This design comes from an exercise in tuning for small area, a short achievable clock period and few clock cycles per item on the open sky130 flow, not from production work. The RTL was checked by simulation tests, not by an equivalence proof against the original design. Power figures rest on the tool's default switching activity, not on a simulated workload.

==> flow/design.v <==
`timescale 1ns / 1ps
module gbs_le9v #(parameter int N = 64) (
  input  logic [8:0][N-1:0] a,
  input  logic [8:0][N-1:0] b,
  output logic [N-1:0]      le
);
  logic [8:0][N-1:0] g0, l0;
  logic [4:0][N-1:0] g1, l1;
  logic [2:0][N-1:0] g2, l2;
  logic [1:0][N-1:0] g3, l3;
  logic [N-1:0] g4;
  always_comb begin
    for (int k = 0; k < 9; k++) begin
      g0[k] = a[k] & ~b[k];
      l0[k] = ~a[k] & b[k];
    end
    for (int k = 0; k < 4; k++) begin
      g1[k] = g0[2*k+1] | (~l0[2*k+1] & g0[2*k]);
      l1[k] = l0[2*k+1] | (~g0[2*k+1] & l0[2*k]);
    end
    g1[4] = g0[8];
    l1[4] = l0[8];
    for (int k = 0; k < 2; k++) begin
      g2[k] = g1[2*k+1] | (~l1[2*k+1] & g1[2*k]);
      l2[k] = l1[2*k+1] | (~g1[2*k+1] & l1[2*k]);
    end
    g2[2] = g1[4];
    l2[2] = l1[4];
    g3[0] = g2[1] | (~l2[1] & g2[0]);
    l3[0] = l2[1] | (~g2[1] & l2[0]);
    g3[1] = g2[2];
    l3[1] = l2[2];
    g4 = g3[1] | (~l3[1] & g3[0]);
  end
  assign le = ~g4;
endmodule
module gbs_le13v #(parameter int N = 1) (
  input  logic [12:0][N-1:0] a,
  input  logic [12:0][N-1:0] b,
  output logic [N-1:0]       le
);
  logic [12:0][N-1:0] g0, l0;
  logic [6:0][N-1:0]  g1, l1;
  logic [3:0][N-1:0]  g2, l2;
  logic [1:0][N-1:0]  g3, l3;
  logic [N-1:0]       g4;
  always_comb begin
    for (int k = 0; k < 13; k++) begin
      g0[k] = a[k] & ~b[k];
      l0[k] = ~a[k] & b[k];
    end
    for (int k = 0; k < 6; k++) begin
      g1[k] = g0[2*k+1] | (~l0[2*k+1] & g0[2*k]);
      l1[k] = l0[2*k+1] | (~g0[2*k+1] & l0[2*k]);
    end
    g1[6] = g0[12];
    l1[6] = l0[12];
    for (int k = 0; k < 3; k++) begin
      g2[k] = g1[2*k+1] | (~l1[2*k+1] & g1[2*k]);
      l2[k] = l1[2*k+1] | (~g1[2*k+1] & l1[2*k]);
    end
    g2[3] = g1[6];
    l2[3] = l1[6];
    for (int k = 0; k < 2; k++) begin
      g3[k] = g2[2*k+1] | (~l2[2*k+1] & g2[2*k]);
      l3[k] = l2[2*k+1] | (~g2[2*k+1] & l2[2*k]);
    end
    g4 = g3[1] | (~l3[1] & g3[0]);
  end
  assign le = ~g4;
endmodule
module greedy_box_suppression #(
  parameter int MAX_ACCEPTED = 64
) (
  input  logic        clk,
  input  logic        rst,
  input  logic        cfg_we,
  input  logic [8:0]  cfg_wdata,
  input  logic        in_valid,
  output logic        in_ready,
  input  logic        first_of_set,
  input  logic [11:0] box_left,
  input  logic [11:0] box_top,
  input  logic [11:0] box_width,
  input  logic [11:0] box_height,
  output logic        out_valid,
  input  logic        out_ready,
  output logic        accepted,
  output logic        store_full,
  output logic [6:0]  accepted_total
);
  localparam int N  = 64;
  localparam int OD = 16;   
  function automatic logic [35:0] padd(input logic [35:0] a, input logic [35:0] b,
                                       input logic ci);
    logic [35:0] g, p, h;
    int j;
    h = a ^ b;
    g = a & b;
    p = h;
    g[0] = g[0] | (p[0] & ci);
    for (int l = 0; l < 6; l++) begin
      for (int i = 0; i < 36; i++) begin
        if (((i >> l) & 1) == 1) begin
          j = ((i >> l) << l) - 1;
          g[i] = g[i] | (p[i] & g[j]);
          p[i] = p[i] & p[j];
        end
      end
    end
    padd = h ^ {g[34:0], ci};
  endfunction
  function automatic logic [71:0] csa(input logic [35:0] a, input logic [35:0] b,
                                      input logic [35:0] c);
    logic [35:0] s, m;
    s = a ^ b ^ c;
    m = (a & b) | (a & c) | (b & c);
    csa = {m[34:0], 1'b0, s};
  endfunction
  function automatic logic [71:0] mul12(input logic [11:0] a, input logic [11:0] b);
    logic [35:0] r [0:11];
    logic [35:0] s1 [0:7];
    logic [35:0] s2 [0:5];
    logic [35:0] s3 [0:3];
    logic [35:0] s4 [0:2];
    logic [71:0] t;
    for (int i = 0; i < 12; i++) r[i] = b[i] ? (36'(a) << i) : 36'd0;
    t = csa(r[0], r[1], r[2]);   s1[0] = t[35:0]; s1[1] = t[71:36];
    t = csa(r[3], r[4], r[5]);   s1[2] = t[35:0]; s1[3] = t[71:36];
    t = csa(r[6], r[7], r[8]);   s1[4] = t[35:0]; s1[5] = t[71:36];
    t = csa(r[9], r[10], r[11]); s1[6] = t[35:0]; s1[7] = t[71:36];
    t = csa(s1[0], s1[1], s1[2]); s2[0] = t[35:0]; s2[1] = t[71:36];
    t = csa(s1[3], s1[4], s1[5]); s2[2] = t[35:0]; s2[3] = t[71:36];
    s2[4] = s1[6]; s2[5] = s1[7];
    t = csa(s2[0], s2[1], s2[2]); s3[0] = t[35:0]; s3[1] = t[71:36];
    t = csa(s2[3], s2[4], s2[5]); s3[2] = t[35:0]; s3[3] = t[71:36];
    t = csa(s3[0], s3[1], s3[2]); s4[0] = t[35:0]; s4[1] = t[71:36];
    s4[2] = s3[3];
    t = csa(s4[0], s4[1], s4[2]);
    mul12 = {10'd0, t[61:36], 10'd0, t[25:0]};    
  endfunction
  function automatic logic [N-1:0] lowest(input logic [N-1:0] x);
    logic [N-1:0] p;
    p = x;
    for (int d = 1; d < N; d = d * 2) p = p | (p << d);
    lowest = x & ~(p << 1);
  endfunction
  function automatic logic [5:0] enc64(input logic [N-1:0] x);
    logic [5:0] e;
    e = '0;
    for (int i = 0; i < N; i++) if (x[i]) e = e | 6'(i);
    enc64 = e;
  endfunction
  logic [8:0] thr;
  logic       thr_zero;    
  always_ff @(posedge clk) begin
    if (rst) begin
      thr      <= 9'd128;
      thr_zero <= 1'b0;
    end else if (cfg_we) begin
      thr      <= cfg_wdata;
      thr_zero <= (cfg_wdata == 9'd0);
    end
  end
  logic [48:0] fq0, fq1;
  logic        fwp, frp;
  logic [1:0]  fcnt;
  logic        fpush, fpop, fvalid;
  logic [48:0] fhead;
  assign in_ready = (fcnt != 2'd2);
  assign fpush    = in_valid && in_ready;
  assign fvalid   = (fcnt != 2'd0);
  assign fhead    = frp ? fq1 : fq0;
  always_ff @(posedge clk) begin
    if (fpush && !fwp) fq0 <= {first_of_set, box_left, box_top, box_width, box_height};
    if (fpush &&  fwp) fq1 <= {first_of_set, box_left, box_top, box_width, box_height};
  end
  always_ff @(posedge clk) begin
    if (rst) begin
      fwp  <= 1'b0;
      frp  <= 1'b0;
      fcnt <= 2'd0;
    end else begin
      if (fpush) fwp <= ~fwp;
      if (fpop)  frp <= ~frp;
      fcnt <= fcnt + {1'b0, fpush} - {1'b0, fpop};
    end
  end
  logic        gv, g_first;
  logic [11:0] g_l, g_t, g_w, g_h;
  logic [12:0] g_r, g_b;
  logic [16:0] g_px, g_py;
  logic        g_adv;
  logic [35:0] fr_sum, fb_sum;
  assign fr_sum = padd(36'(fhead[47:36]), 36'(fhead[23:12]), 1'b0);
  assign fb_sum = padd(36'(fhead[35:24]), 36'(fhead[11:0]), 1'b0);
  always_ff @(posedge clk) begin
    if (rst)        gv <= 1'b0;
    else if (fpop)  gv <= 1'b1;
    else if (g_adv) gv <= 1'b0;
  end
  always_ff @(posedge clk) begin
    if (fpop) begin
      g_first <= fhead[48];
      g_l     <= fhead[47:36];
      g_t     <= fhead[35:24];
      g_w     <= fhead[23:12];
      g_h     <= fhead[11:0];
      g_r     <= fr_sum[12:0];
      g_b     <= fb_sum[12:0];
      g_px    <= 17'(fhead[23:12]) * 17'(thr[8:4]);
      g_py    <= 17'(fhead[11:0]) * 17'(thr[8:4]);
    end
  end
  localparam int K = 4;
  logic        qv, q_first, q_never;
  logic [11:0] q_l, q_t, q_w, q_h;
  logic [12:0] q_r, q_b;
  logic [12-K:0] q_xa, q_ya;    
  logic [11-K:0] q_xb, q_yb;    
  logic        pfire;
  logic [12:0] ddx, ddy;
  logic [35:0] sxa, sya, sxb, syb;
  assign fpop  = fvalid && (!gv || g_adv);
  assign g_adv = gv && (!qv || pfire);
  assign ddx = (g_px[16:4] == 13'd0) ? 13'd1 : g_px[16:4];
  assign ddy = (g_py[16:4] == 13'd0) ? 13'd1 : g_py[16:4];
  assign sxa = padd(36'(g_l), 36'(ddx), 1'b0);
  assign sya = padd(36'(g_t), 36'(ddy), 1'b0);
  assign sxb = padd(36'(g_r), ~(36'(ddx)), 1'b1);
  assign syb = padd(36'(g_b), ~(36'(ddy)), 1'b1);
  always_ff @(posedge clk) begin
    if (rst)        qv <= 1'b0;
    else if (g_adv) qv <= 1'b1;
    else if (pfire) qv <= 1'b0;
  end
  always_ff @(posedge clk) begin
    if (g_adv) begin
      q_first <= g_first;
      q_l     <= g_l;
      q_t     <= g_t;
      q_w     <= g_w;
      q_h     <= g_h;
      q_r     <= g_r;
      q_b     <= g_b;
      q_xa    <= sxa[12:K];
      q_ya    <= sya[12:K];
      q_xb    <= (sxb[13:12] != 2'b00) ? '1 : sxb[11:K];
      q_yb    <= (syb[13:12] != 2'b00) ? '1 : syb[11:K];
      q_never <= sxa[13] || sya[13] || sxb[35] || syb[35];
    end
  end
  localparam int L0 = 0, T0 = 12, R0 = 24, B0 = 37;
  logic [49:0][N-1:0] stT;
  logic [N-1:0] st_ep;      
  logic [N-1:0] valid;      
  logic [N-1:0] pend;       
  logic         cur_ep;
  logic         wb_v;
  logic [N-1:0] wb_sel;
  logic [11:0]  wb_l, wb_t;
  logic [12:0]  wb_r, wb_b;
  logic [49:0]  wb_box;
  logic [N-1:0] ovl;
  logic         ovl_wb;
  logic [N-1:0] alloc;      
  logic [N-1:0] pmask;
  logic [8:0][N-1:0] bc_xa, bc_xb, bc_ya, bc_yb;
  always_comb begin
    for (int k = 0; k < 9; k++) begin
      bc_xa[k] = {N{q_xa[k]}};
      bc_ya[k] = {N{q_ya[k]}};
      bc_xb[k] = (k < 8) ? {N{q_xb[k]}} : {N{1'b0}};
      bc_yb[k] = (k < 8) ? {N{q_yb[k]}} : {N{1'b0}};
    end
  end
  logic [N-1:0] ok_xa, ok_xb, ok_ya, ok_yb;
  gbs_le9v #(.N(N)) u_xa (.a(bc_xa),             .b(stT[R0+12:R0+K]),      .le(ok_xa));
  gbs_le9v #(.N(N)) u_xb (.a({{N{1'b0}}, stT[L0+11:L0+K]}), .b(bc_xb),      .le(ok_xb));
  gbs_le9v #(.N(N)) u_ya (.a(bc_ya),             .b(stT[B0+12:B0+K]),      .le(ok_ya));
  gbs_le9v #(.N(N)) u_yb (.a({{N{1'b0}}, stT[T0+11:T0+K]}), .b(bc_yb),      .le(ok_yb));
  assign ovl = ok_xa & ok_xb & ok_ya & ok_yb;
  always_ff @(posedge clk) begin
    for (int k = 0; k < 50; k++)
      for (int i = 0; i < N; i++)
        if (wb_v && wb_sel[i]) stT[k][i] <= wb_box[k];
  end
  always_ff @(posedge clk) begin
    for (int i = 0; i < N; i++)
      if (pfire && alloc[i]) st_ep[i] <= cur_ep ^ q_first;
  end
  assign wb_box = {wb_b, wb_r, wb_t, wb_l};
  logic wok_xa, wok_xb, wok_ya, wok_yb;
  gbs_le9v #(.N(1)) u_wxa (.a(q_xa),              .b(wb_r[12:K]), .le(wok_xa));
  gbs_le9v #(.N(1)) u_wxb (.a({1'b0, wb_l[11:K]}), .b(q_xb),       .le(wok_xb));
  gbs_le9v #(.N(1)) u_wya (.a(q_ya),              .b(wb_b[12:K]), .le(wok_ya));
  gbs_le9v #(.N(1)) u_wyb (.a({1'b0, wb_t[11:K]}), .b(q_yb),       .le(wok_yb));
  assign ovl_wb = wok_xa && wok_xb && wok_ya && wok_yb;
  logic [6:0]  infl;        
  logic [4:0]  outst;       
  logic        has_free, first_clear, noslot, slot_ok, credit_ok;
  logic [N-1:0] free_vec, wb_cur, cand_vec;
  assign free_vec    = ~pend & ~valid;
  assign has_free    = |free_vec;
  assign first_clear = q_first && (infl == 7'd0);
  assign noslot      = !q_first && !has_free && (pend == '0);
  assign slot_ok     = has_free || first_clear || noslot;
  assign alloc       = (first_clear ? {{(N-1){1'b0}}, 1'b1} : lowest(free_vec)) &
                       {N{!noslot}};
  assign credit_ok   = (outst != 5'(OD));
  assign wb_cur      = wb_sel & {N{wb_v}};
  assign cand_vec    = (((ovl & ~wb_cur) | (wb_cur & {N{ovl_wb}})) & {N{!q_never}}) |
                       {N{thr_zero}};
  assign pmask       = cand_vec & (valid | pend) & ~(st_ep ^ {N{cur_ep}}) & {N{!q_first}};
  always_ff @(posedge clk) begin
    if (rst) wb_v <= 1'b0;
    else     wb_v <= pfire && !noslot;
  end
  always_ff @(posedge clk) begin
    if (pfire) begin
      wb_sel <= alloc;
      wb_l   <= q_l;
      wb_t   <= q_t;
      wb_r   <= q_r;
      wb_b   <= q_b;
    end
  end
  logic         pmv, pm_first, pm_has;
  logic [N-1:0] pm_mask;
  logic [11:0]  pm_l, pm_t, pm_w, pm_h;
  logic [12:0]  pm_r, pm_b;
  logic [5:0]   pm_slot;
  logic         pm_take;
  assign pfire = qv && (!pmv || pm_take) && credit_ok && slot_ok;
  always_ff @(posedge clk) begin
    if (rst)          pmv <= 1'b0;
    else if (pfire)   pmv <= 1'b1;
    else if (pm_take) pmv <= 1'b0;
  end
  always_ff @(posedge clk) begin
    if (pfire) begin
      pm_first <= q_first;
      pm_has   <= !noslot;
      pm_mask  <= pmask;
      pm_l     <= q_l;
      pm_t     <= q_t;
      pm_w     <= q_w;
      pm_h     <= q_h;
      pm_r     <= q_r;
      pm_b     <= q_b;
      pm_slot  <= enc64(alloc);
    end
  end
  logic         iv, is_first, is_has, is_last;
  logic [N-1:0] is_s, is_m;
  logic [11:0]  is_l, is_t, is_w, is_h;
  logic [12:0]  is_r, is_b;
  logic [5:0]   is_slot;
  logic         issue_free;
  logic [N-1:0] pm_low, m_low, pm_rest, m_rest;
  assign issue_free = !iv || is_last;
  assign pm_take    = pmv && issue_free;
  assign pm_low     = lowest(pm_mask);
  assign m_low      = lowest(is_m);
  assign pm_rest    = pm_mask & ~pm_low;
  assign m_rest     = is_m & ~m_low;
  always_ff @(posedge clk) begin
    if (rst) begin
      iv <= 1'b0;
    end else if (pm_take) begin
      iv <= 1'b1;
    end else if (issue_free) begin
      iv <= 1'b0;
    end
  end
  always_ff @(posedge clk) begin
    if (pm_take) begin
      is_s     <= pm_low;
      is_m     <= pm_rest;
      is_last  <= (pm_rest == '0);
      is_first <= pm_first;
      is_has   <= pm_has;
      is_l     <= pm_l;
      is_t     <= pm_t;
      is_w     <= pm_w;
      is_h     <= pm_h;
      is_r     <= pm_r;
      is_b     <= pm_b;
      is_slot  <= pm_slot;
    end else begin
      is_s     <= m_low;
      is_m     <= m_rest;
      is_last  <= (m_rest == '0);
    end
  end
  logic [49:0] rd_mux;
  always_comb begin
    for (int k = 0; k < 50; k++) rd_mux[k] = |(stT[k] & is_s);
  end
  logic        rv, r_tv, r_last, r_first, r_has;
  logic [5:0]  r_idx, r_slot;
  logic [11:0] rs_l, rs_t;
  logic [12:0] rs_r, rs_b;
  logic [11:0] rc_l, rc_t, rc_w, rc_h;
  logic [12:0] rc_r, rc_b;
  always_ff @(posedge clk) begin
    if (rst) rv <= 1'b0;
    else     rv <= iv;
  end
  always_ff @(posedge clk) begin
    r_tv    <= |is_s;
    r_last  <= is_last;
    r_first <= is_first;
    r_has   <= is_has;
    r_idx   <= enc64(is_s);
    r_slot  <= is_slot;
    {rs_b, rs_r, rs_t, rs_l} <= rd_mux;
    rc_l <= is_l;
    rc_t <= is_t;
    rc_w <= is_w;
    rc_h <= is_h;
    rc_r <= is_r;
    rc_b <= is_b;
  end
  logic        av, a_tv, a_last, a_first, a_has;
  logic [5:0]  a_idx, a_slot;
  logic [12:0] a_hx, a_hy;     
  logic [11:0] a_lx, a_ly;     
  logic [11:0] a_sw, a_sh, a_cw, a_ch;
  logic [35:0] sw_d, sh_d;
  logic hx_s, hy_s, lx_s, ly_s;    
  gbs_le13v #(.N(1)) u_hx (.a(rs_r),         .b(rc_r),         .le(hx_s));
  gbs_le13v #(.N(1)) u_hy (.a(rs_b),         .b(rc_b),         .le(hy_s));
  gbs_le13v #(.N(1)) u_lx (.a({1'b0, rc_l}), .b({1'b0, rs_l}), .le(lx_s));
  gbs_le13v #(.N(1)) u_ly (.a({1'b0, rc_t}), .b({1'b0, rs_t}), .le(ly_s));
  assign sw_d = padd(36'(rs_r), ~(36'(rs_l)), 1'b1);
  assign sh_d = padd(36'(rs_b), ~(36'(rs_t)), 1'b1);
  always_ff @(posedge clk) begin
    if (rst) av <= 1'b0;
    else     av <= rv;
  end
  always_ff @(posedge clk) begin
    a_tv    <= r_tv;
    a_last  <= r_last;
    a_first <= r_first;
    a_has   <= r_has;
    a_idx   <= r_idx;
    a_slot  <= r_slot;
    a_hx    <= hx_s ? rs_r : rc_r;
    a_hy    <= hy_s ? rs_b : rc_b;
    a_lx    <= lx_s ? rs_l : rc_l;
    a_ly    <= ly_s ? rs_t : rc_t;
    a_sw    <= sw_d[11:0];
    a_sh    <= sh_d[11:0];
    a_cw    <= rc_w;
    a_ch    <= rc_h;
  end
  logic        bv, b_tv, b_last, b_first, b_has;
  logic [5:0]  b_idx, b_slot;
  logic [11:0] b_ow, b_oh, b_sw, b_sh, b_cw, b_ch;
  logic [35:0] dx, dy;
  assign dx = padd(36'(a_hx), ~(36'(a_lx)), 1'b1);
  assign dy = padd(36'(a_hy), ~(36'(a_ly)), 1'b1);
  always_ff @(posedge clk) begin
    if (rst) bv <= 1'b0;
    else     bv <= av;
  end
  always_ff @(posedge clk) begin
    b_tv    <= a_tv;
    b_last  <= a_last;
    b_first <= a_first;
    b_has   <= a_has;
    b_idx   <= a_idx;
    b_slot  <= a_slot;
    b_ow    <= dx[35] ? 12'd0 : dx[11:0];
    b_oh    <= dy[35] ? 12'd0 : dy[11:0];
    b_sw    <= a_sw;
    b_sh    <= a_sh;
    b_cw    <= a_cw;
    b_ch    <= a_ch;
  end
  logic        c1v, c1_tv, c1_last, c1_first, c1_has, c1_zu;
  logic [5:0]  c1_idx, c1_slot;
  logic [71:0] c1_in, c1_as, c1_ac;
  always_ff @(posedge clk) begin
    if (rst) c1v <= 1'b0;
    else     c1v <= bv;
  end
  always_ff @(posedge clk) begin
    c1_tv    <= b_tv;
    c1_last  <= b_last;
    c1_first <= b_first;
    c1_has   <= b_has;
    c1_idx   <= b_idx;
    c1_slot  <= b_slot;
    c1_zu    <= ((b_sw == 12'd0) || (b_sh == 12'd0)) && ((b_cw == 12'd0) || (b_ch == 12'd0));
    c1_in    <= mul12(b_ow, b_oh);
    c1_as    <= mul12(b_sw, b_sh);
    c1_ac    <= mul12(b_cw, b_ch);
  end
  logic        c2v, c2_tv, c2_last, c2_first, c2_has, c2_zu;
  logic [5:0]  c2_idx, c2_slot;
  logic [23:0] c2_in;
  logic [24:0] c2_un;
  logic [35:0] in_sum, un_sum;
  logic [71:0] u1, u2, u3, u4;
  assign in_sum = padd({10'd0, c1_in[25:0]}, {10'd0, c1_in[61:36]}, 1'b0);
  assign u1 = csa({10'd0, c1_as[25:0]}, {10'd0, c1_as[61:36]}, {10'd0, c1_ac[25:0]});
  assign u2 = csa({10'd0, c1_ac[61:36]}, ~{10'd0, c1_in[25:0]}, ~{10'd0, c1_in[61:36]});
  assign u3 = csa(u1[35:0], u1[71:36] | 36'd1, u2[35:0]);
  assign u4 = csa(u3[35:0], u3[71:36], u2[71:36]);
  assign un_sum = padd(u4[35:0], u4[71:36], 1'b1);
  always_ff @(posedge clk) begin
    if (rst) c2v <= 1'b0;
    else     c2v <= c1v;
  end
  always_ff @(posedge clk) begin
    c2_tv    <= c1_tv;
    c2_last  <= c1_last;
    c2_first <= c1_first;
    c2_has   <= c1_has;
    c2_zu    <= c1_zu;
    c2_idx   <= c1_idx;
    c2_slot  <= c1_slot;
    c2_in    <= in_sum[23:0];
    c2_un    <= un_sum[24:0];
  end
  logic        d1v, d1_tv, d1_last, d1_first, d1_has, d1_zu;
  logic [5:0]  d1_idx, d1_slot;
  logic [71:0] d1_rows;
  logic [35:0] tr [0:8];
  logic [71:0] w1, w2, w3, w4, w5, w6, w7, w8;
  always_comb begin
    for (int k = 0; k < 9; k++) tr[k] = ~(thr[k] ? (36'(c2_un) << k) : 36'd0);
  end
  assign w1 = csa({4'd0, c2_in, 8'd0}, tr[0], tr[1]);
  assign w2 = csa(tr[2], tr[3], tr[4]);
  assign w3 = csa(tr[5], tr[6], tr[7]);
  assign w4 = csa(w1[35:0], w1[71:36], w2[35:0]);
  assign w5 = csa(w2[71:36], w3[35:0], w3[71:36]);
  assign w6 = csa(tr[8], 36'd9, w4[35:0]);
  assign w7 = csa(w4[71:36], w5[35:0], w5[71:36]);
  assign w8 = csa(w6[35:0], w6[71:36], w7[35:0]);
  always_ff @(posedge clk) begin
    if (rst) d1v <= 1'b0;
    else     d1v <= c2v;
  end
  always_ff @(posedge clk) begin
    d1_tv    <= c2_tv;
    d1_last  <= c2_last;
    d1_first <= c2_first;
    d1_has   <= c2_has;
    d1_zu    <= c2_zu;
    d1_idx   <= c2_idx;
    d1_slot  <= c2_slot;
    d1_rows  <= csa(w8[35:0], w8[71:36], w7[71:36]);
  end
  logic        d2v, d2_hit, d2_last, d2_first, d2_has, d2_vold, d2_same;
  logic [5:0]  d2_idx, d2_slot;
  logic [35:0] diff;
  assign diff = padd(d1_rows[35:0], d1_rows[71:36], 1'b0);
  always_ff @(posedge clk) begin
    if (rst) d2v <= 1'b0;
    else     d2v <= d1v;
  end
  always_ff @(posedge clk) begin
    d2_hit   <= d1_tv && !d1_zu && !diff[35];
    d2_last  <= d1_last;
    d2_first <= d1_first;
    d2_has   <= d1_has;
    d2_idx   <= d1_idx;
    d2_slot  <= d1_slot;
    d2_vold  <= valid[d1_idx];
    d2_same  <= (d1_idx == d2_slot);
  end
  logic       acc_sup;
  logic [6:0] count;
  logic       cnt64;        
  logic       pk, pf;       
  logic       sup, decide, full, kept, v_eff;
  logic [6:0] c0, total;
  logic [N-1:0] slot_dec;
  assign v_eff    = (d2_vold && !pf) || (pk && d2_same);
  assign sup      = acc_sup || (d2_hit && v_eff);
  assign decide   = d2v && d2_last;
  assign c0       = d2_first ? 7'd0 : count;
  assign full     = !d2_first && cnt64;
  assign kept     = !sup && !full && d2_has;
  assign total    = c0 + {6'd0, kept};
  assign slot_dec = {{(N-1){1'b0}}, 1'b1} << d2_slot;
  always_ff @(posedge clk) begin
    if (rst) begin
      acc_sup <= 1'b0;
      count   <= 7'd0;
      cnt64   <= 1'b0;
      pk      <= 1'b0;
      pf      <= 1'b0;
      valid   <= '0;
      pend    <= '0;
      cur_ep  <= 1'b0;
      infl    <= 7'd0;
    end else begin
      if (d2v) acc_sup <= decide ? 1'b0 : sup;
      if (decide) begin
        count <= total;
        cnt64 <= (total == 7'(MAX_ACCEPTED));
      end
      pk   <= decide && kept;
      pf   <= decide && d2_first;
      infl <= infl + {6'd0, pfire} - {6'd0, decide};
      if (pfire && q_first) cur_ep <= ~cur_ep;
      begin
        logic [N-1:0] vn;
        vn = valid;
        if (pfire && first_clear) vn = '0;
        if (decide && d2_first) vn = '0;
        if (decide && kept) vn = vn | slot_dec;
        valid <= vn;
      end
      begin
        logic [N-1:0] pn;
        pn = pend;
        if (decide && d2_has) pn = pn & ~slot_dec;
        if (pfire) pn = pn | alloc;
        pend <= pn;
      end
    end
  end
  logic [8:0] oq [0:OD-1];
  logic [3:0] owp, orp;
  logic [4:0] ocnt;
  logic       opop, oload;
  assign opop  = out_valid && out_ready;
  assign oload = (ocnt != 5'd0) && (!out_valid || out_ready);
  always_ff @(posedge clk) begin
    if (decide) oq[owp] <= {!sup, !sup && full, total};
  end
  always_ff @(posedge clk) begin
    if (oload) {accepted, store_full, accepted_total} <= oq[orp];
  end
  always_ff @(posedge clk) begin
    if (rst) begin
      owp       <= 4'd0;
      orp       <= 4'd0;
      ocnt      <= 5'd0;
      outst     <= 5'd0;
      out_valid <= 1'b0;
    end else begin
      if (decide) owp <= owp + 4'd1;
      if (oload)  orp <= orp + 4'd1;
      ocnt  <= ocnt + {4'd0, decide} - {4'd0, oload};
      outst <= outst + {4'd0, pfire} - {4'd0, opop};
      if (oload)     out_valid <= 1'b1;
      else if (opop) out_valid <= 1'b0;
    end
  end
endmodule
==> flow/run.sh <==
#!/bin/bash
# synth_recipe.tcl (not shown) runs the flow's synth.tcl, then flattens the netlist and writes it again
# the make line also repeats each setting of config.mk as NAME=value (left out here)
make -C /OpenROAD-flow-scripts/flow DESIGN_CONFIG=/design/flow/config.mk WORK_HOME=/design/flow/orfs CLKGATE_MAP_FILE= SYNTH_SCRIPT=/design/flow/synth_recipe.tcl finish
==> flow/config.mk <==
export PLATFORM = sky130hd
export DESIGN_NAME = greedy_box_suppression
export DESIGN_NICKNAME = greedy_box_suppression
export VERILOG_FILES = /design/flow/design.v
export SDC_FILE = /design/flow/constraint.sdc
export NUM_CORES = 4
export LEC_CHECK = 0
export ABC_CLOCK_PERIOD_IN_PS = 4800
export CAP_MARGIN = 40
export CORE_MARGIN = 2
export CORE_UTILIZATION = 22
export PLACE_DENSITY = 0.4
export SETUP_SLACK_MARGIN = 4.2
export SLEW_MARGIN = 40
==> flow/constraint.sdc <==
create_clock -name core_clock -period 9.0 [get_ports {clk}]
set_input_delay 1.8000 -clock core_clock [delete_from_list [all_inputs] [get_ports {clk}]]
set_output_delay 1.8000 -clock core_clock [all_outputs]
set_load 0.01 [all_outputs]
==> impl_metrics.json, run 1 <==
{
  "antenna_found_initial": 275,
  "final_cells": 31676,
  "fin_util_pct": 26.1,
  "worstPathArrival_ns": 6.02,
  "synth_cells": 16873,
  "worst_slew_pin_slew_ns": 1.15,
  "synth_seq_area_share_pct": 60.9,
  "grt_pass1_wl_mm": 1730,
  "required_ns": 9.94,
  "drive_gt1_share_pct": 12.0,
  "min_path_type": "flop to flop",
  "die_h_mm": 1.03,
  "synthAdderAreaFrac_pct": 14.2,
  "grt_max_degree": 128,
  "area.growth.synth_to_final_pct": 18.4,
  "status": "complete, no violations",
  "cts_buffers": 614,
  "worstSetupStartpointType": "flop",
  "synth_top_family_by_area": "adder cells",
  "hold_ws_ns": 0.279,
  "cts_tree": "done",
  "synth_top_area_share_pct": 52.5,
  "power.density_nw_per_um2": 375,
  "synth_warnings": 22,
  "dieArea_um2": 1050000,
  "critPathMaxFanout": 41,
  "rsz0062_at_grt": "true",
  "grt_pass1_vias": 161554,
  "setup_viol": 0,
  "finalSetupTns_ns": 0,
  "synth.distinct_cells": 90,
  "clock_latency_ns": 1.17,
  "dpl.hpwl_mm": 951,
  "vias": 174852,
  "ys_seq_elements": 4983,
  "layout.nets": 18439,
  "ys_async_sr_fraction_pct": 0,
  "slew_headroom_pct": 22.7,
  "synth_flop_cell": "edfxtp_1",
  "slew_viol_final": 0,
  "dp.cells": 30348,
  "pre_cts_ws_ns": 3.37,
  "yosysMostFrequentCell": "edfxtp_1",
  "max_freq_ghz": 0.197,
  "cap_violations": 0,
  "synth_compound_area_share_pct": 11.1,
  "port_buffers": 73,
  "cts.sinks": 4983,
  "initial_core_util_pct": 22.1,
  "drtPass1Iterations": 8,
  "fin_ws_ns": 3.92,
  "synth_edf_count": 4018,
  "wire_per_inst_um": 43.1,
  "vias_per_cell": 5.52,
  "ir_drop_mv": 0.674,
  "grt_overflow": 0,
  "synth_top_area_cell": "edfxtp_1",
  "nFillCells": 107521,
  "initialDrtViolationCount": 29765,
  "coreArea_um2": 1040000,
  "synth.area.mux_share_pct": 1.14,
  "drc_errors": 0,
  "skew_ns": 0.180,
  "ys_top_cells_by_count": "edfxtp_1 (4018), maj3_1 (1353), inv_1 (1174), dfxtp_1 (965), a22o_1 (875)",
  "placementRows": 375,
  "track_usage_pct": 25.0,
  "die_x_mm": 1.03,
  "wirelength_mm": 1360,
  "hold_viol": 0,
  "clock_path_buffers": 5,
  "synthSimpleGateAreaFrac_pct": 8.30,
  "ant_nets": 0,
  "synth_xor_area_share_pct": 0.732,
  "syn-mean-instance-area_um2": 13.6,
  "finalCritPeriodShare_pct": 56.5,
  "fin_area_um2": 272000,
  "cts-root-buf": "clkbuf_16",
  "netlist_area_um2": 230000,
  "clkTransAtPathRegs_ns": 0.06,
  "finalCriticalPeriod_ns": 5.08,
  "boundaryPins": 74,
  "p_total_mw": 102,
  "placed_area_um2": 251000,
  "worst_setup_path_end_kind": "flop",
  "p_leak_nw": 92.1,
  "synthesis.nets": 18055,
  "criticalPathCategory": "flop to flop",
  "yosys-top-cells-area": "edfxtp_1 (53%), dfxtp_1 (8.4%), fa_1 (5.9%)",
  "htreeDepth": 6,
  "gp_congestion": 1.13
}
==> routing by layer <==
metal | up-vias | GRT usage [%] | routed length (um)
met4 | 106 | 13.8 | 89700
met1 | 93353 | 31.7 | 542000
li1 | 65187 | - | -
met5 | - | 1.73 | 1770
met3 | 3328 | 9.99 | 165000
met2 | 12878 | 36.0 | 567000
==> state kept, by name (all words and copies together) (netlist names), 49 cells and up <==
register and flops:
is_m 63, oq 144, is_s 64, pend 64, wb_sel 64, valid 64
fq0 49, stT 3200, st_ep 64, pm_mask 64, fq1 49, d1_rows 65
==> kinds of logic after synthesis <==
family | count (synthesis)
DFF | 4983
and+or+nand+nor | 3553
AOI/OAI and AO/OA | 3335
adders and majority gates | 2472
buffers and inverters | 2168
xor gates and xnor gates | 192
muxes | 170
==> cell type report <==
cell class	instances	area, um^2	share of cell area [%]
flip-flops and latches	4983	140000	51.6
multi-input cells	9722	83200	30.6
well taps	13760	17200	6.33
clock buffers	817	16900	6.21
repair buffers	753	7030	2.58
inverters	1183	4500	1.65
clock inverters	245	2280	0.839
diodes	213	533	0.196
==> timing repair <==
action	4_1_cts	5_1_grt
buffers inserted	23	11
gates cloned	1	0
endpoints found under the setup margin	76	56
hold buffers	0	0
pin swaps	7	13
gates resized for setup	50	54
==> critical path, stage by stage (launching register included) <==
cell	delay [ns]
dfxtp_2	0.32
buf_6	0.41
inv_1	0.24
a21o_1	0.49
buf_4	0.44
nor3_2	0.27
buf_4	0.35
nand4_1	0.40
nor2_1	0.20
nand3_1	0.49
a21oi_1	0.80
a22oi_1	0.13
o21ai_0	0.13
==> cells in the final DEF, fill, tap and decap left out, types with 213 or more instances in the layout <==
cell       synthesis  layout
buf_4              0     530
inv_1           1174    1142
fa_1             678     677
a21oi_1          361     349
nor2b_1          272     270
a22o_1           875     875
ha_1             441     433
a221oi_1         859     853
nand4_1          275     275
clkbuf_16          0     634
and2_1           638     579
nor2_1           526     500
o21ai_0          383     361
edfxtp_1        4018    4018
nand2b_1         276     276
diode_2            0     213
nand2_1          670     661
dfxtp_1          965     878
maj3_1          1353    1352
==> worst paths after layout <==
| check | startpoint | slack [ns] | end | depth (start not counted) |
|---|---|---|---|---|
| worst min register to register | is_w[11]$_DFFE_PP_ | 0.28 | rc_w[11]$_DFF_P_ | 0 |
| worst max register to register | thr_zero$_SDFFE_PP0P_ | 3.92 | pm_mask[43]$_DFFE_PP_ | 12 |
| worst min-delay path | is_w[11]$_DFFE_PP_ | 0.28 | rc_w[11]$_DFF_P_ | 0 |
| worst max-delay path | thr_zero$_SDFFE_PP0P_ | 3.92 | pm_mask[43]$_DFFE_PP_ | 12 |
==> power by group <==
part	switching [mW]	internal [mW]	total (mW)
Clock	10.5	14.2	24.8
Sequential	3.65	29.5	33.2
Combinational	30.3	13.7	44.0
Total	44.5	57.4	102
Testbench counts, summed over its fixed seeds: cycles 11,403, items 7,850.
==> run 2: changes to the inputs <==
--- a/flow/design.v
+++ b/flow/design.v
@@ -302,3 +302,7 @@
   logic [N-1:0] free_vec, wb_cur, cand_vec;
-  assign free_vec    = ~pend & ~valid;
+  logic reuse_old, reuse_any;
+  assign reuse_old   = (!pmv || (pm_ep == cur_ep)) && (!iv || (is_ep == cur_ep));
+  assign reuse_any   = !pmv && !iv;
+  assign free_vec    = ~pend & (~valid |
+                       (q_first ? {N{reuse_any}} : ({N{reuse_old}} & (st_ep ^ {N{cur_ep}}))));
   assign has_free    = |free_vec;
@@ -327,3 +331,3 @@
   end
-  logic         pmv, pm_first, pm_has;
+  logic         pmv, pm_first, pm_has, pm_ep;
   logic [N-1:0] pm_mask;
@@ -342,2 +346,3 @@
       pm_first <= q_first;
+      pm_ep    <= cur_ep ^ q_first;
       pm_has   <= !noslot;
@@ -353,3 +358,3 @@
   end
-  logic         iv, is_first, is_has, is_last;
+  logic         iv, is_first, is_has, is_last, is_ep;
   logic [N-1:0] is_s, is_m;
@@ -381,2 +386,3 @@
       is_first <= pm_first;
+      is_ep    <= pm_ep;
       is_has   <= pm_has;
--- a/flow/config.mk
+++ b/flow/config.mk
@@ -10,4 +10,4 @@
 export CORE_MARGIN = 2
-export CORE_UTILIZATION = 22
-export PLACE_DENSITY = 0.4
+export CORE_UTILIZATION = 30
+export PLACE_DENSITY = 0.45
 export SETUP_SLACK_MARGIN = 4.2
==> impl_metrics.json, run 2 <==
{
  "status": "finished with violations",
  "failed_checks": "antenna violations",
  "coreArea_um2": 767000,
  "finalCritPeriodShare_pct": 56.4,
  "boundaryPins": 74,
  "ir_drop_mv": 0.576,
  "clock_path_buffers": 4,
  "grt_pass1_wl_mm": 1770,
  "synth_seq_area_share_pct": 60.7,
  "internal_power_mw": 57.1,
  "synthSimpleGateAreaFrac_pct": 8.38,
  "area.growth.synth_to_final_pct": 17.2,
  "synthesis.nets": 18346,
  "synthAdderAreaFrac_pct": 13.7,
  "slew_headroom_pct": 25.3,
  "multi_input_area_um2": 84300,
  "grt_overflow": 0,
  "holdCritStartpoint": "a_idx[5]$_DFF_P_",
  "antenna_found_initial": 275,
  "fin_area_um2": 270000,
  "reg2reg_to": "pm_mask[3]$_DFFE_PP_",
  "power.density_nw_per_um2": 376,
  "grt_pass1_vias": 163131,
  "max_freq_ghz": 0.197,
  "vias_per_cell": 6.22,
  "drc_errors": 0,
  "r2r_slack_ns": 3.93,
  "synth_cells": 17164,
  "critPathMaxFanout": 66,
  "swShare_pct": 43.9,
  "whs_endpoint": "b_idx[5]$_DFF_P_",
  "layout.nets": 18725,
  "share_comb_of_total_power_pct": 42.9,
  "synth_top_area_cell": "edfxtp_1",
  "ys_seq_elements": 4985,
  "pwr-share-clk_pct": 24.3,
  "placementRows": 322,
  "synth_top_area_share_pct": 52.3,
  "die_x_um": 881,
  "placed_area_um2": 248000,
  "fin_util_pct": 35.2,
  "worst_slew_pin_slew_ns": 1.12,
  "dpl.hpwl_mm": 988,
  "cts.sinks": 4985,
  "clkTransAtPathRegs_ns": 0.06,
  "fin_ws_ns": 3.93,
  "ctsHoldBuffers": 0,
  "worstPathArrival_ns": 6.04,
  "drtPass1Iterations": 10,
  "required_ns": 9.97,
  "switchingPower_mw": 44.7,
  "port_buffers": 73,
  "finalCriticalPeriod_ns": 5.07,
  "htreeDepth": 6,
  "cap_violations": 0,
  "dieArea_um2": 776000,
  "worstSetupStartpointType": "flop",
  "setup_viol": 0,
  "largestRegisters": "stT: 3200 flops, oq: 144 flops, d1_rows: 65 flops",
  "hold_depth": 0,
  "netlist_area_um2": 231000,
  "vias": 177505,
  "wirelength_mm": 1400,
  "synth_edf_count": 4020,
  "yosysMostFrequentCell": "edfxtp_1",
  "hold_viol": 0,
  "synth_top_family_by_area": "adder cells",
  "largest_reg_flops": 3200,
  "synth_xor_area_share_pct": 0.729,
  "gp_congestion": 1.10,
  "wire_per_inst_um": 49.2,
  "power_frac_seq_pct": 32.8,
  "reg2reg_from": "q_yb[7]$_SDFFCE_PP1P_",
  "reg2reg_depth": 11,
  "pre_cts_ws_ns": 2.69,
  "min_path_type": "flop to flop",
  "nFillCells": 74442,
  "skew_ns": 0.118,
  "synth_flop_cell": "edfxtp_1",
  "cts_buffers": 588,
  "ys_top_cells_by_count": "edfxtp_1 (4020), maj3_1 (1256), inv_1 (1233), dfxtp_1 (965), clkbuf_1 (879)",
  "ys_async_sr_fraction_pct": 0,
  "yosys-top-cells-area": "edfxtp_1 (52%), dfxtp_1 (8.4%), fa_1 (5.9%)",
  "regArea_um2": 140000,
  "final_common_cell": "edfxtp_1",
  "ant_nets": 1,
  "worst_setup_path_end_kind": "flop",
  "synth_warnings": 22,
  "cts_tree": "done",
  "synth.distinct_cells": 97,
  "drive_gt1_share_pct": 12.6,
  "die_h_um": 881,
  "finalSetupTns_ns": 0,
  "cts-root-buf": "clkbuf_16",
  "rsz0062_at_grt": "true",
  "syn-mean-instance-area_um2": 13.4,
  "initialDrtViolationCount": 30936,
  "initial_core_util_pct": 30.1,
  "criticalPathCategory": "flop to flop",
  "clock_latency_ns": 1.23,
  "p_leak_nw": 93.0,
  "grt_max_degree": 102,
  "synth.area.mux_share_pct": 1.11,
  "track_usage_pct": 34.9,
  "largest_register": "stT",
  "slew_viol_final": 0,
  "final_cell_mix": "edfxtp_1 (4020), maj3_1 (1251), inv_1 (1196)",
  "synth_compound_area_share_pct": 11.6
}
## run 2: changes by cell type in the layout (fill, tap and decap cells not counted), moves of 30 or more
cell,delta
a21oi_1,+103
a22oi_1,-43
clkbuf_16,-31
diode_2,+88
inv_1,+54
maj3_1,-101
nand2_1,+44
nand2b_1,-40
nor2_1,+34
nor3_1,+31
o21ai_0,+46
o22ai_1,-30
## run 2: metrics by stage
step	power (mW)	hold WS, ns	std cells
final	102	0.277	28536
after global routing	105	0.291	28346
after CTS	101	0.275	28174
after detailed placement	75.3	0.312	27072
after global placement	75.0	0.310	27020
after floorplan	53.5	0.310	17164
## run 2: worst max-delay path by stage
stage	start	end	slack [ns]	cells after the start
CTS	frp$_SDFFE_PP0P_	g_py[16]$_DFFE_PP_	4.16	19
floorplan	q_first$_DFFE_PP_	fcnt[0]$_SDFF_PP0_	3.99	18
global placement	cur_ep$_SDFFE_PP0P_	st_ep[45]$_DFFE_PP_	2.27	15
detailed placement	cur_ep$_SDFFE_PP0P_	st_ep[63]$_DFFE_PP_	2.69	14
finish	q_yb[7]$_SDFFCE_PP1P_	pm_mask[3]$_DFFE_PP_	3.93	11
global route	g_py[12]$_DFFE_PP_	q_yb[0]$_SDFFCE_PP1P_	3.97	11
## run 2: power groups by stage
stage	Sequential [mW]	Combinational, mW	Clock [mW]
after floorplan	31.4	22.0	0
after global placement	33.8	41.2	0
after detailed placement	33.7	41.7	0
after CTS	33.2	42.3	25.0
after global routing	33.5	45.9	25.8
final	33.4	43.7	24.8
## run 2: final cells by class
class                      count  share of cell area, %
clock buffer                 794                   5.98
multi-input combinational   9917                   31.2
tap                        10206                   4.72
timing repair inverter         1                0.00324
timing repair buffer         804                   2.94
inverter                    1246                   1.76
antenna                      301                  0.279
sequential                  4985                   51.9
clock inverter               282                   1.24
## run 2: logic make-up after synthesis
group,Yosys count
multiplexers,164
adder cells (fa/ha/maj),2376
AND/OR/NAND/NOR,3627
XOR/XNOR,192
flip-flops,4985
buffers and inverters,2262
AO/OA/AOI/OAI,3558
## run 2: critical path, cell delays in order (launching register included)
cell	delay [ns]
edfxtp_1	0.33
buf_4	0.22
clkinv_2	0.45
buf_12	0.39
nor2_1	0.84
nor2_1	0.27
nand3_1	0.29
o21ai_0	0.25
or4_1	0.59
a211oi_1	0.23
nand4_1	0.56
o21ai_0	0.28
## run 2: per-layer routing
metal  up-vias  track usage, %  routed length [um]
li1      66325               -                   -
met1     93734            44.0              536000
met2     13729            50.5              585000
met3      3619            11.9              166000
met4        98            23.5              118000
met5         -           0.886                 859
## run 2: what timing repair did
item,in CTS,in global routing
pin swaps,18,33
gates cloned,4,5
endpoints found under the setup margin,646,83
buffers inserted,22,38
resized for setup,126,88
Testbench counts of run 2, summed over its fixed seeds: cycles 11,267, items 7,850.
==> run 3: changes to the inputs <==
--- a/flow/design.v
+++ b/flow/design.v
@@ -191,3 +191,18 @@
   logic [12:0] g_r, g_b;
-  logic [16:0] g_px, g_py;
+  logic [16:0] g_pxs, g_pxc, g_pys, g_pyc;    
+  logic [71:0] px1, px2, px3, py1, py2, py3;
+  logic [35:0] rx [0:4];
+  logic [35:0] ry [0:4];
+  always_comb begin
+    for (int i = 0; i < 5; i++) begin
+      rx[i] = thr[4+i] ? (36'(fhead[23:12]) << i) : 36'd0;
+      ry[i] = thr[4+i] ? (36'(fhead[11:0]) << i) : 36'd0;
+    end
+  end
+  assign px1 = csa(rx[0], rx[1], rx[2]);
+  assign px2 = csa(px1[35:0], px1[71:36], rx[3]);
+  assign px3 = csa(px2[35:0], px2[71:36], rx[4]);
+  assign py1 = csa(ry[0], ry[1], ry[2]);
+  assign py2 = csa(py1[35:0], py1[71:36], ry[3]);
+  assign py3 = csa(py2[35:0], py2[71:36], ry[4]);
   logic        g_adv;
@@ -210,4 +225,6 @@
       g_b     <= fb_sum[12:0];
-      g_px    <= 17'(fhead[23:12]) * 17'(thr[8:4]);
-      g_py    <= 17'(fhead[11:0]) * 17'(thr[8:4]);
+      g_pxs   <= px3[16:0];
+      g_pxc   <= px3[52:36];
+      g_pys   <= py3[16:0];
+      g_pyc   <= py3[52:36];
     end
@@ -221,3 +238,4 @@
   logic        pfire;
-  logic [12:0] ddx, ddy;
+  logic        zx, zy;
+  logic [71:0] cxa, cya, cxb, cyb;
   logic [35:0] sxa, sya, sxb, syb;
@@ -225,8 +243,12 @@
   assign g_adv = gv && (!qv || pfire);
-  assign ddx = (g_px[16:4] == 13'd0) ? 13'd1 : g_px[16:4];
-  assign ddy = (g_py[16:4] == 13'd0) ? 13'd1 : g_py[16:4];
-  assign sxa = padd(36'(g_l), 36'(ddx), 1'b0);
-  assign sya = padd(36'(g_t), 36'(ddy), 1'b0);
-  assign sxb = padd(36'(g_r), ~(36'(ddx)), 1'b1);
-  assign syb = padd(36'(g_b), ~(36'(ddy)), 1'b1);
+  assign zx  = (g_pxs[16:4] == 13'd0) && (g_pxc[16:4] == 13'd0);
+  assign zy  = (g_pys[16:4] == 13'd0) && (g_pyc[16:4] == 13'd0);
+  assign cxa = csa(36'(g_l), 36'(g_pxs[16:4]), 36'(g_pxc[16:4]));
+  assign cya = csa(36'(g_t), 36'(g_pys[16:4]), 36'(g_pyc[16:4]));
+  assign sxa = padd(cxa[35:0], cxa[71:36] | 36'(zx), 1'b0);
+  assign sya = padd(cya[35:0], cya[71:36] | 36'(zy), 1'b0);
+  assign cxb = csa(36'(g_r), ~(36'(g_pxs[16:4])), ~(36'(g_pxc[16:4])));
+  assign cyb = csa(36'(g_b), ~(36'(g_pys[16:4])), ~(36'(g_pyc[16:4])));
+  assign sxb = padd(cxb[35:0], cxb[71:36] | 36'd1, !zx);
+  assign syb = padd(cyb[35:0], cyb[71:36] | 36'd1, !zy);
   always_ff @(posedge clk) begin
--- a/flow/config.mk
+++ b/flow/config.mk
@@ -7,3 +7,3 @@
 export LEC_CHECK = 0
-export ABC_CLOCK_PERIOD_IN_PS = 4800
+export ABC_CLOCK_PERIOD_IN_PS = 4700
 export CAP_MARGIN = 40
@@ -11,4 +11,5 @@
 export CORE_UTILIZATION = 30
+export CTS_BUF_LIST = sky130_fd_sc_hd__clkbuf_8
 export PLACE_DENSITY = 0.45
-export SETUP_SLACK_MARGIN = 4.2
+export SETUP_SLACK_MARGIN = 4.3
 export SLEW_MARGIN = 40
==> impl_metrics.json, run 3 <==
{
  "status": "complete, no violations",
  "final_cell_mix": "edfxtp_1 (4042), inv_1 (1543), maj3_1 (1420)",
  "cts-root-buf": "clkbuf_8",
  "setup_viol": 0,
  "layout.nets": 18785,
  "die_h_um": 884,
  "synth_flop_cell": "edfxtp_1",
  "min_path_type": "flop to flop",
  "worst_slew_pin_slew_ns": 1.16,
  "clock_latency_ns": 1.55,
  "largest_reg_flops": 3200,
  "cp_slowest_cell": "a21boi_0",
  "drtPass1Iterations": 9,
  "max_freq_ghz": 0.200,
  "boundaryPins": 74,
  "track_usage_pct": 31.4,
  "port_buffers": 73,
  "cts_tree": "done",
  "required_ns": 10.16,
  "gp_congestion": 1.09,
  "coreArea_um2": 772000,
  "path_common_cell": "maj3_1",
  "initialDrtViolationCount": 29041,
  "critPathMaxFanout": 40,
  "die_x_um": 884,
  "ys_top_cells_by_count": "edfxtp_1 (4042), maj3_1 (1457), inv_1 (1231), dfxtp_1 (965), a22o_1 (856)",
  "ant_nets": 0,
  "share_comb_of_total_power_pct": 46.5,
  "cap_violations": 0,
  "skew_ns": 0.260,
  "clkTransAtPathRegs_ns": 0.06,
  "grt_pass1_wl_mm": 1640,
  "largestRegisters": "stT: 3200 flops, oq: 144 flops, d1_rows: 65 flops",
  "yosysMostFrequentCell": "edfxtp_1",
  "clock_path_buffers": 4,
  "hold_viol": 0,
  "grt_overflow": 0,
  "synth_top_area_cell": "edfxtp_1",
  "ys_seq_elements": 5007,
  "placementRows": 323,
  "grt_pass1_vias": 163445,
  "synth_top_area_share_pct": 52.3,
  "hold_ws_ns": 0.276,
  "internal_power_mw": 55.6,
  "pwr-share-clk_pct": 20.5,
  "synthesis.nets": 18104,
  "criticalPathCategory": "flop to flop",
  "power.density_nw_per_um2": 381,
  "syn-mean-instance-area_um2": 13.7,
  "worstSetupStartpointType": "flop",
  "initial_core_util_pct": 30.0,
  "fin_util_pct": 34.7,
  "wirelength_mm": 1280,
  "synth_edf_count": 4042,
  "finalSetupTns_ns": 0,
  "swShare_pct": 45.6,
  "finalCriticalPeriod_ns": 5.01,
  "ir_drop_mv": 0.604,
  "slew_viol_final": 0,
  "area.growth.synth_to_final_pct": 15.4,
  "worstPathArrival_ns": 6.16,
  "worst_setup_path_end_kind": "flop",
  "synth_seq_area_share_pct": 60.6,
  "htreeDepth": 6,
  "regArea_um2": 141000,
  "final_common_cell": "edfxtp_1",
  "finalCritPeriodShare_pct": 55.6,
  "power_frac_seq_pct": 33.0,
  "cts_buffers": 877,
  "dieArea_um2": 781000,
  "placed_area_um2": 248000,
  "grt_max_degree": 132,
  "slowest_delay_ns": 0.75,
  "wire_per_inst_um": 44.5,
  "synth.distinct_cells": 117,
  "vias": 174932,
  "rsz0062_at_grt": "true",
  "synth_cells": 16912,
  "switchingPower_mw": 46.5,
  "p_leak_nw": 93.1,
  "dpl.hpwl_mm": 881,
  "yosys-top-cells-area": "edfxtp_1 (52%), dfxtp_1 (8.3%), fa_1 (6.3%)",
  "vias_per_cell": 6.07,
  "antenna_found_initial": 231,
  "fin_area_um2": 268000,
  "nFillCells": 75554,
  "cp_cell_sequence": "inv_8 > buf_12 > maj3_1 > maj3_1 > maj3_1 > o21ai_0 > a21boi_0 > o311ai_1 > a21oi_2 > nand2_1 > o21ai_1",
  "largest_register": "stT",
  "synth_warnings": 24,
  "netlist_area_um2": 232000,
  "slew_headroom_pct": 22.8,
  "cts.sinks": 5007,
  "ctsHoldBuffers": 0,
  "drc_errors": 0,
  "multi_input_area_um2": 84300,
  "drive_gt1_share_pct": 13.5,
  "ys_async_sr_fraction_pct": 0
}
-- run 3: cell count changes after synthesis, moves of 35 or more --
| cell | delta |
|---|---|
| maj3_1 | +201 |
| nor2_1 | -117 |
| clkbuf_1 | -104 |
| nor3_1 | -93 |
| a21oi_1 | -82 |
| nand2_1 | -75 |
| o21ai_0 | -56 |
| fa_1 | +54 |
| ha_1 | -44 |
| o211ai_1 | +38 |
| and2_1 | +35 |
-- run 3: critical path, delay by kind of cell, from the launching register on --
kind	cells	cell delay [ns]
adder cells (fa/ha/maj)	3	1.36
AND/OR/NAND/NOR	1	0.26
buffers and inverters	2	0.36
AO/OA/AOI/OAI	5	2.13
flip-flops	1	0.50
-- run 3: logic make-up (layout without fill, tap and decap cells) --
family                   count (synthesis)  count (layout)  synth area share, %
AO/OA/AOI/OAI                         3383            3385                 11.2
multiplexers                           158             158                 1.07
AND/OR/NAND/NOR                       3376            3376                 7.98
XOR/XNOR                               184             184                0.694
other                                    0             229                    0
flip-flops                            5007            5007                 60.6
buffers and inverters                 2213            3641                 3.71
adder cells (fa/ha/maj)               2591            2591                 14.8
-- run 3: per-layer routing --
layer	track usage [%]	vias up	share of wire [%]
li1	-	66086	-
met1	40.1	92017	38
met2	46.3	13458	43
met3	11.2	3289	12
met4	17.6	82	6.7
met5	0.715	-	0.064
-- run 3: timing repair --
action                                 CTS  global route
buffers inserted                        33            45
gates cloned                            12            10
setup endpoints to repair              708           134
pin swaps                               33            51
endpoints found under the hold margin    0             0
gates resized for setup                141           102
-- run 3: cell type report --
cell class                      count  area share (%)
Sequential cell                  5007            52.6
Multi-Input combinational cell   9694            31.5
Clock buffer                      960            4.93
Tap cell                        10237            4.78
Timing Repair Buffer              767            2.79
Inverter                         1242            1.79
Clock inverter                    668            1.38
Antenna cell                      229           0.214
Timing Repair inverter              4          0.0131
-- run 3: power by group through the flow --
stage / combinational (mW) / sequential (mW) / clock [mW]
after global routing: 50.2 / 33.8 / 22.1
after CTS: 46.0 / 33.5 / 21.2
after floorplan: 24.2 / 31.8 / 0
final: 47.5 / 33.7 / 21.0
after detailed placement: 45.0 / 34.0 / 0
after global placement: 44.6 / 34.1 / 0
-- run 3: path summary, 6_finish.rpt --
path,from,end,cells past startpoint,slack [ns]
worst max register to register,q_xb[1]$_SDFFCE_PP1P_,pm_mask[54]$_DFFE_PP_,11,3.99
worst min-delay path,d1_first$_DFF_P_,d2_first$_DFF_P_,0,0.28
worst max-delay path,q_xb[1]$_SDFFCE_PP1P_,pm_mask[54]$_DFFE_PP_,11,3.99
worst min register to register,d1_first$_DFF_P_,d2_first$_DFF_P_,0,0.28
-- run 3: stage by stage --
| stage | total power, mW | std cells | setup WS (ns) |
|---|---|---|---|
| after floorplan | 56.0 | 16912 | 3.43 |
| after global placement | 78.7 | 26795 | 2.52 |
| after detailed placement | 79.0 | 26834 | 2.53 |
| after CTS | 101 | 28507 | 4.09 |
| after global routing | 106 | 28622 | 4.20 |
| final | 102 | 28808 | 3.99 |
Testbench counts of run 3, summed over its fixed seeds: cycles 11,267, items 7,850.

afterwards: timing with drivers on the ports:
How much do the figures lean on ideal ports? The routed layouts below were timed once more, with nothing changed but the port constraints. Step 1 (the two cells are an assumption about what drives the block):
set clk [get_ports {clk}]
set_driving_cell -lib_cell sky130_fd_sc_hd__clkbuf_16 $clk
set_driving_cell -lib_cell sky130_fd_sc_hd__buf_2 [delete_from_list [all_inputs] $clk]
Step 2 adds t to the input delays and takes it off the output delays; t is the mean of the earliest and latest rising clock arrival at the registers after step 1. Input paths then give back, and output paths get back, about the clock's delay inside the block. a / b / c = no drivers / after step 1 / after step 2; a / b = the first two.
| run | t (ns) | slack for setup (ns) | hold WS [ns] | clock arrival spread, ns |
|---|---|---|---|---|
| run 1 | 1.247 | 3.917 / 3.917 / 3.917 | 0.279 / 0.279 / 0.279 | 0.191 / 0.191 |
| run 2 | 1.310 | 3.926 / 3.926 / 3.926 | 0.277 / 0.277 / 0.277 | 0.131 / 0.131 |
| run 3 | 1.574 | 3.993 / 3.993 / 3.993 | 0.276 / 0.276 / 0.276 | 0.286 / 0.285 |
